From an optimization exercise on the open Yosys and OpenROAD flow, aimed at small area, a short achievable clock period and few clock cycles; shortcuts taken in it are not production practice. The RTL was checked by simulation tests, not by an equivalence proof against the original design. Power is estimated from default activity; no workload was simulated.

--- flow/config.mk ---
export PLATFORM = sky130hd
export DESIGN_NAME = ex_unit
export DESIGN_NICKNAME = ex_unit
export VERILOG_FILES = /design/flow/design.v
export SDC_FILE = /design/flow/constraint.sdc
export NUM_CORES = 4
export LEC_CHECK = 0
export ABC_AREA = 1
export CAP_MARGIN = 20
export CORE_MARGIN = 2
export CORE_UTILIZATION = 45
export SLEW_MARGIN = 20
--- flow/constraint.sdc ---
create_clock -name core_clock -period 7.0 [get_ports {i_clk}]
set_input_delay 1.4000 -clock core_clock [delete_from_list [all_inputs] [get_ports {i_clk}]]
set_output_delay 1.4000 -clock core_clock [all_outputs]
set_load 0.01 [all_outputs]
--- flow/design.v ---
`timescale 1ns/1ps
`default_nettype none
module ex_decode (
    input  wire logic [6:0] i_opcode,
    input  wire logic [2:0] i_funct3,
    input  wire logic       i_funct7_b5,
    output logic            o_is_op,
    output logic            o_is_opimm,
    output logic            o_is_lui,
    output logic            o_is_auipc,
    output logic            o_is_jal,
    output logic            o_is_jalr,
    output logic            o_is_br,      
    output logic            o_illegal,
    output logic            o_a_rs1,      
    output logic            o_a_pc,       
    output logic            o_b_rs2,      
    output logic            o_sub,        
    output logic            o_cmp_imm     
);
    logic br_opc;
    assign o_is_op    = (i_opcode == 7'b0110011);
    assign o_is_opimm = (i_opcode == 7'b0010011);
    assign o_is_lui   = (i_opcode == 7'b0110111);
    assign o_is_auipc = (i_opcode == 7'b0010111);
    assign o_is_jal   = (i_opcode == 7'b1101111);
    assign o_is_jalr  = (i_opcode == 7'b1100111);
    assign br_opc     = (i_opcode == 7'b1100011);
    assign o_is_br    = br_opc && (i_funct3[2:1] != 2'b01);
    assign o_illegal  = !(o_is_op || o_is_opimm || o_is_lui || o_is_auipc ||
                          o_is_jal || o_is_jalr || o_is_br);
    assign o_a_rs1   = !i_opcode[3] && (i_opcode[2] == i_opcode[6]);
    assign o_a_pc    = ((i_opcode[2] != i_opcode[6]) || i_opcode[3]) &&
                       !(i_opcode[5] && !i_opcode[6]);
    assign o_b_rs2   = i_opcode[5] && !i_opcode[6] && !i_opcode[2];
    assign o_sub     = o_b_rs2 && i_funct7_b5 && (i_funct3 == 3'b000);
    assign o_cmp_imm = !i_opcode[5];
endmodule
`default_nettype wire
`timescale 1ns/1ps
`default_nettype none
module ex_alu (
    input  wire logic             i_a_rs1,
    input  wire logic             i_a_pc,
    input  wire logic             i_b_rs2,
    input  wire logic             i_sub,
    input  wire logic             i_cmp_imm,
    input  wire logic [2:0]       i_funct3,
    input  wire logic             i_funct7_b5,
    input  wire logic [32-1:0] i_rs1_val,
    input  wire logic [32-1:0] i_rs2_val,
    input  wire logic [32-1:0] i_pc,
    input  wire logic [32-1:0] i_imm,
    input  wire logic [32-1:0] i_pred_addr,
    output logic [32-1:0]      o_sum,       
    output logic [32-1:0]      o_p,         
    output logic [32-1:0]      o_g,         
    output logic                  o_sum_ne,    
    output logic [32-1:0]      o_shr,       
    output logic                  o_cond       
);
    logic [32-1:0] a;
    logic [32-1:0] b;
    logic [32-1:0] ne_bits;
    logic [32-1:0] cb;
    logic             geu;
    logic             ltu;
    logic             lt;
    logic             eq;
    logic             left;
    logic [32-1:0] sh_in;
    logic             fill;
    assign a = ({32{i_a_rs1}} & i_rs1_val) | ({32{i_a_pc}} & i_pc);
    assign b = i_b_rs2 ? i_rs2_val : i_imm;
    ex_add u_add (
        .i_a  (a),
        .i_b  (i_sub ? ~b : b),
        .i_cin(i_sub),
        .o_p  (o_p),
        .o_g  (o_g),
        .o_sum(o_sum)
    );
    always_comb begin
        ne_bits[0] = o_p[0] ^ i_pred_addr[0];
        for (int i = 1; i < 32; i++)
            ne_bits[i] = o_p[i] ^ i_pred_addr[i] ^ (o_g[i-1] || (o_p[i-1] && !i_pred_addr[i-1]));
    end
    assign o_sum_ne = |ne_bits;
    assign cb = i_cmp_imm ? i_imm : i_rs2_val;
    ex_cmp u_cmp (
        .i_x  (i_rs1_val),
        .i_y  (cb),
        .o_geu(geu),
        .o_eq (eq)
    );
    assign ltu = !geu;
    assign lt  = ltu ^ i_rs1_val[32-1] ^ cb[32-1];
    always_comb begin
        case (i_funct3[2:1])
            2'b00:   o_cond = eq ^ i_funct3[0];
            2'b01:   o_cond = i_funct3[0] ? ltu : lt;
            2'b10:   o_cond = lt ^ i_funct3[0];
            default: o_cond = ltu ^ i_funct3[0];
        endcase
    end
    always_comb begin
        left = !i_funct3[2];
        for (int i = 0; i < 32; i++)
            sh_in[i] = left ? i_rs1_val[32-1-i] : i_rs1_val[i];
    end
    assign fill = i_funct7_b5 && i_rs1_val[32-1] && !left;
    ex_shr u_shr (
        .i_val  (sh_in),
        .i_shamt(b[5-1:0]),
        .i_fill (fill),
        .o_val  (o_shr)
    );
endmodule
module ex_add (
    input  wire logic [32-1:0] i_a,
    input  wire logic [32-1:0] i_b,
    input  wire logic             i_cin,
    output logic [32-1:0]      o_p,       
    output logic [32-1:0]      o_g,       
    output logic [32-1:0]      o_sum
);
    localparam int L = 5;     
    logic [32-1:0] g [0:L];
    logic [32-1:0] t [0:L];
    always_comb begin
        o_p  = i_a ^ i_b;
        o_g  = i_a & i_b;
        g[0] = o_g;
        t[0] = o_p;
        g[0][0] = o_g[0] | (o_p[0] & i_cin);
        for (int l = 0; l < L; l++) begin
            for (int i = 0; i < 32; i++) begin
                if (i[l]) begin
                    g[l+1][i] = g[l][i] | (t[l][i] & g[l][((i >> l) << l) - 1]);
                    t[l+1][i] = t[l][i] & t[l][((i >> l) << l) - 1];
                end else begin
                    g[l+1][i] = g[l][i];
                    t[l+1][i] = t[l][i];
                end
            end
        end
        o_sum = o_p ^ {g[L][32-2:0], i_cin};
    end
endmodule
module ex_cmp (
    input  wire logic [32-1:0] i_x,
    input  wire logic [32-1:0] i_y,
    output logic                  o_geu,
    output logic                  o_eq
);
    localparam int L = 5;     
    logic [32-1:0] gt [0:L];
    logic [32-1:0] e  [0:L];
    always_comb begin
        gt[0] = i_x & ~i_y;
        e[0]  = ~(i_x ^ i_y);
        for (int l = 0; l < L; l++) begin
            for (int i = 0; i < (32 >> (l + 1)); i++) begin
                gt[l+1][i] = gt[l][2*i+1] | (e[l][2*i+1] & gt[l][2*i]);
                e[l+1][i]  = e[l][2*i+1] & e[l][2*i];
            end
            for (int i = (32 >> (l + 1)); i < 32; i++) begin
                gt[l+1][i] = 1'b0;
                e[l+1][i]  = 1'b0;
            end
        end
        o_geu = gt[L][0] | e[L][0];
        o_eq  = e[L][0];
    end
endmodule
module ex_shr (
    input  wire logic [32-1:0]    i_val,
    input  wire logic [5-1:0] i_shamt,
    input  wire logic                i_fill,
    output logic [32-1:0]         o_val
);
    logic [2*32-1:0] ext;
    assign ext   = {{32{i_fill}}, i_val};
    assign o_val = ext[i_shamt +: 32];
endmodule
`default_nettype wire
`timescale 1ns/1ps
`default_nettype none
module ex_branch (
    input  wire logic             i_taken,
    input  wire logic [32-1:0] i_target,     
    input  wire logic             i_target_ne,  
    input  wire logic [32-1:0] i_pc,
    input  wire logic [32-1:0] i_pred_addr,
    output logic [32-1:0]      o_pc_plus4,
    output logic [32-1:0]      o_next_pc,
    output logic                  o_mispredict
);
    localparam int N = 32 - 2;
    localparam int L = 5;     
    logic [N-1:0] all [0:L];
    always_comb begin
        all[0] = i_pc[32-1:2];
        for (int l = 0; l < L; l++)
            for (int i = 0; i < N; i++)
                all[l+1][i] = (i[l] && ((i >> l) << l) >= 1) ?
                              all[l][i] & all[l][((i >> l) << l) - 1] : all[l][i];
        o_pc_plus4 = {i_pc[32-1:2] ^ {all[L][N-2:0], 1'b1}, i_pc[1:0]};
    end
    assign o_next_pc    = i_taken ? i_target : o_pc_plus4;
    assign o_mispredict = i_taken ? i_target_ne : (o_pc_plus4 != i_pred_addr);
endmodule
`default_nettype wire
`timescale 1ns/1ps
`default_nettype none
module ex_result (
    input  wire logic             i_clk,
    input  wire logic             i_resetn,
    input  wire logic             i_req,
    input  wire logic [32-1:0] i_result,
    input  wire logic             i_rd_we,
    input  wire logic             i_illegal,
    input  wire logic [32-1:0] i_next_pc,
    input  wire logic             i_mispredict,
    output logic                  o_ack,
    output logic [32-1:0]      o_result,
    output logic                  o_rd_we,
    output logic [32-1:0]      o_next_pc,
    output logic                  o_mispredict,
    output logic                  o_illegal
);
    logic             ack_q;
    logic [32-1:0] result_q;
    logic             rd_we_q;
    logic [32-1:0] next_pc_q;
    logic             mispredict_q;
    logic             illegal_q;
    always_ff @(posedge i_clk) begin
        if (!i_resetn) ack_q <= 1'b0;
        else           ack_q <= i_req;
    end
    always_ff @(posedge i_clk) begin
        if (!ack_q) begin
            result_q     <= i_result;
            rd_we_q      <= i_rd_we;
            next_pc_q    <= i_next_pc;
            mispredict_q <= i_mispredict;
            illegal_q    <= i_illegal;
        end
    end
    assign o_ack        = ack_q;
    assign o_result     = result_q;
    assign o_rd_we      = rd_we_q;
    assign o_next_pc    = next_pc_q;
    assign o_mispredict = mispredict_q;
    assign o_illegal    = illegal_q;
endmodule
`default_nettype wire
`timescale 1ns/1ps
`default_nettype none
module ex_unit (
    input  wire logic             i_clk,
    input  wire logic             i_resetn,
    input  wire logic             i_req,
    input  wire logic [6:0]       i_opcode,
    input  wire logic [2:0]       i_funct3,
    input  wire logic             i_funct7_b5,
    input  wire logic [32-1:0] i_rs1_val,
    input  wire logic [32-1:0] i_rs2_val,
    input  wire logic [32-1:0] i_pc,
    input  wire logic [32-1:0] i_imm,
    input  wire logic [32-1:0] i_pred_addr,
    output wire logic             o_ack,
    output wire logic [32-1:0] o_result,
    output wire logic             o_rd_we,
    output wire logic [32-1:0] o_next_pc,
    output wire logic             o_mispredict,
    output wire logic             o_illegal
);
    logic             is_op;
    logic             is_opimm;
    logic             is_lui;
    logic             is_auipc;
    logic             is_jal;
    logic             is_jalr;
    logic             is_br;
    logic             illegal;
    logic             a_rs1;
    logic             a_pc;
    logic             b_rs2;
    logic             sub;
    logic             cmp_imm;
    logic [32-1:0] sum;
    logic             sum_ne;
    logic [32-1:0] shr;
    logic [32-1:0] p;
    logic [32-1:0] g;
    logic             cond;
    logic             taken;
    logic [32-1:0] pc_plus4;
    logic [32-1:0] next_pc;
    logic             mispredict;
    logic             alu;
    logic             sel_sum;
    logic             sel_sll;
    logic             sel_srl;
    logic             sel_p;
    logic             sel_g;
    logic             sel_cond;
    logic [32-1:0] result;
    ex_decode u_decode (
        .i_opcode   (i_opcode),
        .i_funct3   (i_funct3),
        .i_funct7_b5(i_funct7_b5),
        .o_is_op    (is_op),
        .o_is_opimm (is_opimm),
        .o_is_lui   (is_lui),
        .o_is_auipc (is_auipc),
        .o_is_jal   (is_jal),
        .o_is_jalr  (is_jalr),
        .o_is_br    (is_br),
        .o_illegal  (illegal),
        .o_a_rs1    (a_rs1),
        .o_a_pc     (a_pc),
        .o_b_rs2    (b_rs2),
        .o_sub      (sub),
        .o_cmp_imm  (cmp_imm)
    );
    ex_alu u_alu (
        .i_a_rs1    (a_rs1),
        .i_a_pc     (a_pc),
        .i_b_rs2    (b_rs2),
        .i_sub      (sub),
        .i_cmp_imm  (cmp_imm),
        .i_funct3   (i_funct3),
        .i_funct7_b5(i_funct7_b5),
        .i_rs1_val  (i_rs1_val),
        .i_rs2_val  (i_rs2_val),
        .i_pc       (i_pc),
        .i_imm      (i_imm),
        .i_pred_addr(i_pred_addr),
        .o_sum      (sum),
        .o_p        (p),
        .o_g        (g),
        .o_sum_ne   (sum_ne),
        .o_shr      (shr),
        .o_cond     (cond)
    );
    assign taken = is_jal || is_jalr || (is_br && cond);
    ex_branch u_branch (
        .i_taken     (taken),
        .i_target    (sum),
        .i_target_ne (sum_ne),
        .i_pc        (i_pc),
        .i_pred_addr (i_pred_addr),
        .o_pc_plus4  (pc_plus4),
        .o_next_pc   (next_pc),
        .o_mispredict(mispredict)
    );
    assign alu       = is_op || is_opimm;
    assign sel_sum   = (alu && i_funct3 == 3'b000) || is_auipc || is_lui;
    assign sel_sll   = alu && i_funct3 == 3'b001;
    assign sel_srl   = alu && i_funct3 == 3'b101;
    assign sel_p     = alu && i_funct3[2] && !i_funct3[0];
    assign sel_g     = alu && i_funct3[2] && i_funct3[1];
    assign sel_cond  = (alu && i_funct3[2:1] == 2'b01) || is_br;
    always_comb begin
        for (int i = 0; i < 32; i++)
            result[i] = (sel_sum   && sum[i])            ||
                        (sel_sll   && shr[32-1-i])    ||
                        (sel_srl   && shr[i])            ||
                        (sel_p     && p[i])              ||
                        (sel_g     && g[i])              ||
                        ((is_jal || is_jalr) && pc_plus4[i]);
        result[0] = result[0] || (sel_cond && cond);
    end
    ex_result u_result (
        .i_clk       (i_clk),
        .i_resetn    (i_resetn),
        .i_req       (i_req),
        .i_result    (result),
        .i_rd_we     (!illegal && !is_br),
        .i_illegal   (illegal),
        .i_next_pc   (next_pc),
        .i_mispredict(mispredict),
        .o_ack       (o_ack),
        .o_result    (o_result),
        .o_rd_we     (o_rd_we),
        .o_next_pc   (o_next_pc),
        .o_mispredict(o_mispredict),
        .o_illegal   (o_illegal)
    );
endmodule
`default_nettype wire
--- flow/flow/run.sh ---
#!/bin/bash
# The standard layout (standard.sh) in two calls, with three changes:
#  - synthesis and repair leave out the full- and half-adder cells
#    (sky130_fd_sc_hd__fa_*, ha_*), added to the platform's own
#    DONT_USE_CELLS, so the adders map to plain gates, which are faster
#    here than the slow adder cells;
#  - up to clock tree synthesis, timing repair aims for 2.6 ns of setup
#    slack (SETUP_SLACK_MARGIN); the rest (global route, detailed route,
#    finish) repairs only real violations, so the routed-stage repair
#    adds no cells to chase the margin again;
#  - the port buffers are the smallest buffer cell (sky130_fd_sc_hd__buf_1)
#    instead of the one buffer_ports picks by itself; every input and
#    output port still gets its buffer.
# Each call's full output goes to its own log in this folder.
set -euo pipefail
platform_dont_use=$(sed -n '/^export DONT_USE_CELLS/,/^#/p' \
    "$FLOW_HOME/platforms/$FLOW_PLATFORM/config.mk" | grep -o 'sky130_fd_sc_hd__[a-z0-9_]*' | tr '\n' ' ')
adders="sky130_fd_sc_hd__fa_1 sky130_fd_sc_hd__fa_2 sky130_fd_sc_hd__fa_4"
adders="$adders sky130_fd_sc_hd__ha_1 sky130_fd_sc_hd__ha_2 sky130_fd_sc_hd__ha_4"
dont_use="DONT_USE_CELLS=$platform_dont_use $adders"
echo "$dont_use" > dont_use_cells.txt
export BUFFER_PORTS_ARGS="-buffer_cell sky130_fd_sc_hd__buf_1"
bash standard.sh "$dont_use" SETUP_SLACK_MARGIN=2.6 cts > standard_to_cts.log 2>&1
bash standard.sh "$dont_use" SETUP_SLACK_MARGIN=0 finish > standard_finish.log 2>&1
--- flow/standard.sh ---
#!/bin/bash
# synth_recipe.tcl (not shown) runs the flow's synth.tcl, then flattens the netlist and writes it again
# the make line also repeats each setting of config.mk as NAME=value (left out here)
make -C /OpenROAD-flow-scripts/flow DESIGN_CONFIG=/design/flow/config.mk WORK_HOME=/design/flow/orfs CLKGATE_MAP_FILE= SYNTH_SCRIPT=/design/flow/synth_recipe.tcl "${@:-finish}"
==> results of run 1 <==
==> through the flow <==
stage	area, µm²	hold slack (ps)	total power, mW	cells	worst slack (ps)
after floorplan	11800	1490	1.16	2102	3220
after global routing	13500	1090	2.14	2648	2200
after CTS	13500	1040	2.00	2648	2600
after detailed placement	12900	1020	1.47	2619	1520
final	13500	1020	2.02	2649	2460
after global placement	12900	1010	1.47	2619	1580
==> sequential cells by signal, summed over array words and instances (netlist names) <==
name                   cells
u_result.illegal_q         1
u_result.mispredict_q      1
u_result.ack_q             1
u_result.next_pc_q        32
u_result.rd_we_q           1
u_result.result_q         32
==> worst max-delay path: cells and delay by family <==
family,cells,cell delay (ps)
and+or+nand+nor,12,1900
buffers and inverters,5,750
AOI/OAI and AO/OA,2,530
==> power breakdown <==
part           switching [mW]  internal (mW)  leakage, nW  total [mW]
Combinational           0.740          0.306         5.64        1.05
Clock                   0.191          0.310        0.147       0.501
Sequential            0.00495          0.470        0.751       0.475
==> worst paths after layout <==
check | startpoint | slack [ps] | end
max | i_funct3[1] | 2460 | u_result.next_pc_q[23]$_DFFE_PN_
min | u_result.ack_q$_SDFF_PN0_ | 1020 | u_result.result_q[28]$_DFFE_PN_
max reg2reg | u_result.ack_q$_SDFF_PN0_ | 5550 | u_result.illegal_q$_DFFE_PN_
min reg2reg | u_result.ack_q$_SDFF_PN0_ | 1020 | u_result.result_q[28]$_DFFE_PN_
==> area by class of cell <==
type | count | area share, %
clock buffer | 9 | 1.67
timing repair buffer | 276 | 8.98
inverter | 235 | 6.59
clock inverter | 7 | 0.679
multi-input combinational | 1718 | 63.9
antenna | 1 | 0.0186
tap | 335 | 3.11
sequential | 68 | 15.1
==> cell usage in the layout, fill, tap and decap left out, drive strengths merged, types with 2 or more instances in the layout <==
| cell type | instances |
|---|---|
| nand3 | 106 |
| nand3b | 7 |
| nand4 | 19 |
| a221oi | 3 |
| o311ai | 4 |
| edfxtp | 67 |
| nor4 | 6 |
| o21ai | 238 |
| xnor2 | 29 |
| nor2 | 180 |
| a21oi | 59 |
| o221ai | 7 |
| nand2 | 828 |
| o211ai | 13 |
| o2111ai | 11 |
| clkinv | 5 |
| buf | 274 |
| a211oi | 5 |
| o2bb2ai | 2 |
| nor3 | 23 |
| clkbuf | 11 |
| clkinvlp | 2 |
| or2 | 15 |
| o22ai | 60 |
| mux2i | 3 |
| inv | 233 |
| o21a | 4 |
| a2111oi | 3 |
| xor2 | 75 |
| bufinv | 2 |
| a31oi | 10 |
| a21boi | 2 |
==> cells by family (layout without fill, tap and decap cells) <==
family | count (synthesis) | count (layout)
AOI/OAI and AO/OA | 426 | 426
xor gates and xnor gates | 104 | 104
buffers and inverters | 319 | 527
DFF | 68 | 68
muxes | 3 | 3
other | 0 | 1
and+or+nand+nor | 1182 | 1185
==> layer usage <==
metal  track usage, %  vias up  part of all wire [%]
li1                 -     7291                     -
met1             51.9     6952                    42
met2             58.3      924                    42
met3             7.20      195                    10
met4             22.0        2                   6.2
met5                0        -                 0.024
==> repair_timing <==
item                                    CTS  global route
endpoints found under the setup margin   59             0
resized for setup                        42             0
buffers inserted                         10             0
==> flow_summary.toml, run 1 <==
[outcome]
status = "no timing/DRC/antenna violations"

[placed_design]
gp_congestion = 1.03
portBuffers = 241
dp_hpwl_um = 44500

[clocking]
postCtsHoldBufs = 0
cts_sinks = 68
clk_pin_slew_ps = 60
clockRootBuffer = "clkbuf_16"
cts.htree.levels = 3
cts_tree = "yes"
insertion_delay_ps = 360
cts_buffer_depth = 2
numCtsBuffers = 9

[critical_path]
start_kind = "input port"
critical_path_class = "input port to flip-flop"
crit_top_cell = "nand2_1"
cp.arrival_ps = 4620
cp_cell_sequence = "buf_1, inv_1, nand2_1, nor2_2, nand3_4, buf_12, buf_4, o21ai_1, nor2_1, nor2_2, inv_1, nor3_4, nand3_2, nand2_4, nand2_1, nand3_1, nand2_1, nand2_1, o21ai_0"
cp_max_fo = 16
max_stage_delay_ps = 450
cp_slowest_cell = "o21ai_1"
crit_required_ps = 7080
end_kind = "flip-flop"
worstRegToRegCells = 2

[synthesis]
yosysUniqueCellTypes = 58
synth_top_flop_cell = "edfxtp_1"
synth_xor_area_share_pct = 7.91
synth_top_family_by_area = "simple AND/OR/NAND/NOR gates"
yosysTopAreaCellShare_pct = 25.9
synth_warnings = 11
syn_avg_cell_area_um2 = 5.61
synth_fa_ha_area_share_pct = 0
synthCells = 2102
synth_nets = 2276
synth-compound-area-share_pct = 20.9
yosysMostFrequentCell = "nand2_1"
ys_seq_area_share_pct = 17.2
syn_area_mm2 = 0.0118
synth_commonest_cells = "nand2_1, inv_1, o21ai_0, nor2_1, nand3_1"
ys_ff_latch = 68
synth_area_leaders = "nand2_1, edfxtp_1, o21ai_0"
synthMuxAreaShare_pct = 0.255
synth_area_leader_cell = "nand2_1"
synthSimpleGateAreaFrac_pct = 42.4
synth_edf_count = 67
postSynth.asyncResetShare_pct = 0

[floorplanning]
dieArea_mm2 = 0.0275
ios = 242
num_rows = 59
initial_utilization_pct = 45.5
dieHeight_um = 166
die_w_um = 166
core-area_mm2 = 0.0259

[timing]
skew_ps = 10.5
layout_min_cycle_time_ps = 4540
tightestPinTransition_ps = 925
fmax_mhz = 220
report.final.slew_viol_count = 0
rsz0062_at_grt = "no"
finalCritPeriodShare_pct = 64.8
hold_viol = 0
finalSetupTns_ps = 0
setup-violations-final = 0
slew_headroom_pct = 38.2

[pwr]
peakVddDrop_v = 0.000121
leakage_nw = 6.54
p_per_area_mw_per_mm2 = 150

[detailed_routing]
vias = 15400
drt_first_pass_iters = 6
drt_iter0_drc = 1657
drc_errors = 0
antenna_left = 0
vias_per_cell = 5.80
wire_per_inst_um = 20.8
postRouteWirelength_um = 55000

[job]
cap_violations = 0

[global_routing]
grt_first_pass_wirelength_um = 81800
grt_pass1_vias = 14100
overflow = 0
grt_max_degree = 68
track_usage_pct = 38.7
antenna_found_initial = 1

[final_layout]
drive_gt1_share_pct = 7.44
syn2layout_area_growth_pct = 14.1
fill_cells = 2877
seq_area_mm2 = 0.00203
nets = 2482
multi_input_area_mm2 = 0.00859
utilization_pct = 51.9

[min_path]
hp-class = "flip-flop to flip-flop"
hold_depth = 2
Testbench counts, summed over its fixed seeds: cycles 48,000.
==> run 2: changes to the inputs <==
--- a/flow/flow/run.sh
+++ b/flow/flow/run.sh
@@ -4,7 +4,7 @@
 #    (sky130_fd_sc_hd__fa_*, ha_*), added to the platform's own
 #    DONT_USE_CELLS, so the adders map to plain gates, which are faster
 #    here than the slow adder cells;
-#  - up to clock tree synthesis, timing repair aims for 2.6 ns of setup
+#  - up to clock tree synthesis, timing repair aims for 3.0 ns of setup
 #    slack (SETUP_SLACK_MARGIN); the rest (global route, detailed route,
 #    finish) repairs only real violations, so the routed-stage repair
 #    adds no cells to chase the margin again;
@@ -20,5 +20,5 @@
 dont_use="DONT_USE_CELLS=$platform_dont_use $adders"
 echo "$dont_use" > dont_use_cells.txt
 export BUFFER_PORTS_ARGS="-buffer_cell sky130_fd_sc_hd__buf_1"
-bash standard.sh "$dont_use" SETUP_SLACK_MARGIN=2.6 cts > standard_to_cts.log 2>&1
+bash standard.sh "$dont_use" SETUP_SLACK_MARGIN=3.0 cts > standard_to_cts.log 2>&1
 bash standard.sh "$dont_use" SETUP_SLACK_MARGIN=0 finish > standard_finish.log 2>&1
==> run 2 against run 1 <==
- synthesized area did not move
- critical endpoint is now u_result.result_q[15]$_DFFE_PN_
- count of clock-buffer cells in the layout did not move
- sequential share of layout area fell by 0.73 points
- sequential cell count did not move
- clock skew rose by 1.8 ps
- total power rose by 3.8%
- first-iteration DRC count rose by 3.1%
- highest routed layer unchanged
- register-to-register slack got worse by 30 ps
- critical path depth fell by 2
- maximum frequency rose by 8.6%
- global-route usage rose by 1.0 points
- largest power group unchanged
==> flow_summary.toml, run 2 <==
[synthesis]
synth_edf_count = 67
synth_warnings = 11
ys_seq_area_share_pct = 17.2
synth_xor_area_share_pct = 7.91
postSynth.asyncResetShare_pct = 0
synth_area_leader_cell = "nand2_1"
synthSimpleGateAreaFrac_pct = 42.4
syn_avg_cell_area_um2 = 5.61
synth_fa_ha_area_share_pct = 0
synth_top_family_by_area = "simple AND/OR/NAND/NOR gates"
yosysTopAreaCellShare_pct = 25.9
syn_area_mm2 = 0.0118
synthMuxAreaShare_pct = 0.255
synth_nets = 2276
yosysUniqueCellTypes = 58
synthCells = 2102
ys_ff_latch = 68
yosysMostFrequentCell = "nand2_1"
synth-compound-area-share_pct = 20.9
synth_top_flop_cell = "edfxtp_1"
synth_area_leaders = "nand2_1, edfxtp_1, o21ai_0"
synth_commonest_cells = "nand2_1, inv_1, o21ai_0, nor2_1, nand3_1"

[final_layout]
syn2layout_area_growth_pct = 19.9
seq_area_mm2 = 0.00203
top_regs = "u_result.next_pc_q: 32 flops, u_result.result_q: 32 flops"
fin_cells = 2680
multi_input_area_mm2 = 0.00898
nets = 2513
fill_cells = 2815
final_common_cell = "nand2_1"
postLayoutCellArea_mm2 = 0.0141
final_cell_mix = "nand2_1, buf_1, inv_1, o21ai_0, nor2_1"
drive_gt1_share_pct = 10.5

[floorplanning]
initial_utilization_pct = 45.5
die_w_um = 166
dieHeight_um = 166
core-area_mm2 = 0.0259
ios = 242
num_rows = 59
dieArea_mm2 = 0.0275

[critical_path]
crit_required_ps = 7080
start_kind = "input port"
crit_top_cell = "nand2_1"
cp_cell_sequence = "buf_2, inv_2, nand3_4, buf_4, nand2_1, nand2_4, buf_4, o21ai_0, nand2_1, nand2_1, nand2_1, o21ai_0, o21ai_1, o21ai_1, nor2_1, a2111oi_1, nand2_1"
cp_slowest_cell = "a2111oi_1"
critical_path_class = "input port to flip-flop"
cp.arrival_ps = 4260
max_stage_delay_ps = 400
cp_max_fo = 8
end_kind = "flip-flop"

[pwr]
leakage_nw = 6.78
peakVddDrop_v = 0.000122
p_per_area_mw_per_mm2 = 148

[global_routing]
grt_max_degree = 68
track_usage_pct = 39.7
overflow = 0
grt_first_pass_wirelength_um = 84200
antenna_found_initial = 2
grt_pass1_vias = 14600

[min_path]
hp-class = "flip-flop to flip-flop"

[placed_design]
gp_congestion = 1.03
placedCellCount = 2619
portBuffers = 241
placed_area_mm2 = 0.0129
dp_hpwl_um = 44500

[clocking]
cts_tree = "yes"
postCtsHoldBufs = 0
clk_pin_slew_ps = 60
cts_buffer_depth = 2
insertion_delay_ps = 360
cts_sinks = 68
clockRootBuffer = "clkbuf_16"
cts.htree.levels = 3
numCtsBuffers = 9

[outcome]
status = "no timing/DRC/antenna violations"

[detailed_routing]
antenna_left = 0
vias = 15700
wire_per_inst_um = 21.0
postRouteWirelength_um = 56400
drt_iter0_drc = 1709
drt_first_pass_iters = 8
vias_per_cell = 5.87
drc_errors = 0

[timing]
slew_headroom_pct = 37.7
layout_min_cycle_time_ps = 4180
finalSetupTns_ps = 0
fmax_mhz = 239
hold_viol = 0
tightestPinTransition_ps = 933
skew_ps = 12.3
finalCritPeriodShare_pct = 59.7
setup-violations-final = 0
report.final.slew_viol_count = 0
rsz0062_at_grt = "no"
holdWs_ps = 999

[job]
cap_violations = 0
[run 2: changes by cell type in the layout (fill, tap and decap cells not counted), moves of 7 or more]
cell,delta
buf_4,+20
nand2_1,-12
nand2_2,+7
o21ai_1,-7
o21ai_4,+9
nor2_1,-7
[run 2: per-layer routing]
layer | global-route usage [%] | vias up | part of all wire (%)
met4 | 24.1 | 2 | 6.7
met3 | 8.39 | 220 | 11
met5 | 0 | - | 0.028
met2 | 60.1 | 1001 | 42
li1 | - | 7372 | -
met1 | 51.9 | 7127 | 40
[run 2: where the power goes]
part           internal [mW]  total (mW)  switching [mW]
combinational          0.344        1.12           0.775
sequential             0.470       0.475         0.00497
clock                  0.310       0.505           0.195
[run 2: final timing paths]
kind / start / endpoint / slack, ps / cells after the start
setup / recovery: i_opcode[2] / u_result.result_q[15]$_DFFE_PN_ / 2820 / 17
hold / removal: u_result.ack_q$_SDFF_PN0_ / u_result.next_pc_q[30]$_DFFE_PN_ / 1000 / 2
setup reg to reg: u_result.ack_q$_SDFF_PN0_ / u_result.illegal_q$_DFFE_PN_ / 5520 / 2
hold reg to reg: u_result.ack_q$_SDFF_PN0_ / u_result.next_pc_q[30]$_DFFE_PN_ / 1000 / 2
[run 2: logic make-up after synthesis]
family          count (synthesis)
simple gates                 1182
compound gates                426
buf+inv                       319
xor+xnor                      104
flops                          68
mux                             3
[run 2: through the flow]
step,setup WS (ps),total power [mW],utilization [%]
2_1_floorplan,3220,1.16,-
3_3_place_gp,1580,1.47,49.7
3_5_place_dp,1520,1.47,49.7
4_1_cts,2990,2.07,54.6
5_1_grt,2580,2.21,54.6
6_report,2820,2.10,54.6
[run 2: area by class of cell]
class                   count  area share [%]
well taps                 335            2.96
inverters                 235            6.34
repair buffers            303            10.6
flip-flops and latches     68            14.4
clock buffers               9            1.59
clock inverters             7           0.646
multi-input cells        1722            63.5
diodes                      1          0.0177
[run 2: critical path, delay by kind of cell]
kind            cells  cell delay, ps
compound gates      5            1370
simple gates        8             800
buf+inv             4             680
[run 2: repair_timing]
| item | in CTS | in global routing |
|---|---|---|
| setup buffers | 37 | 0 |
| endpoints found under the setup margin | 65 | 0 |
| resized for setup | 145 | 0 |
| endpoints found under the hold margin | 0 | 0 |

[re-timing with driven ports]
How much do the figures lean on ideal ports? The routed layouts below were timed once more, with nothing changed but the port constraints.
Step 1, drivers: a clkbuf_16 drives i_clk and a buf_2 each remaining input, both assumed.
Step 2, shift: input delay + t, output delay - t, t = (earliest + latest rising clock arrival at the registers) / 2. This alone moves slack from input paths to output paths.
Slacks: ideal / step 1 / step 2; pairs: ideal / step 1.
run	shift t [ns]	setup WS [ns]	worst hold slack (ns)	worst register clock-pin slew, ns	pins driven straight from the clock port
run 1	0.398	2.461 / 2.475 / 2.078	1.016 / 1.016 / 1.016	0.07 / 0.07	1
run 2	0.400	2.820 / 2.849 / 2.449	0.999 / 0.999 / 0.999	0.07 / 0.07	1
After both steps every run listed still meets setup and hold. The setup slack of run 1, which loses most, moves by +0.014 ns with the drivers and by -0.383 ns with both steps.
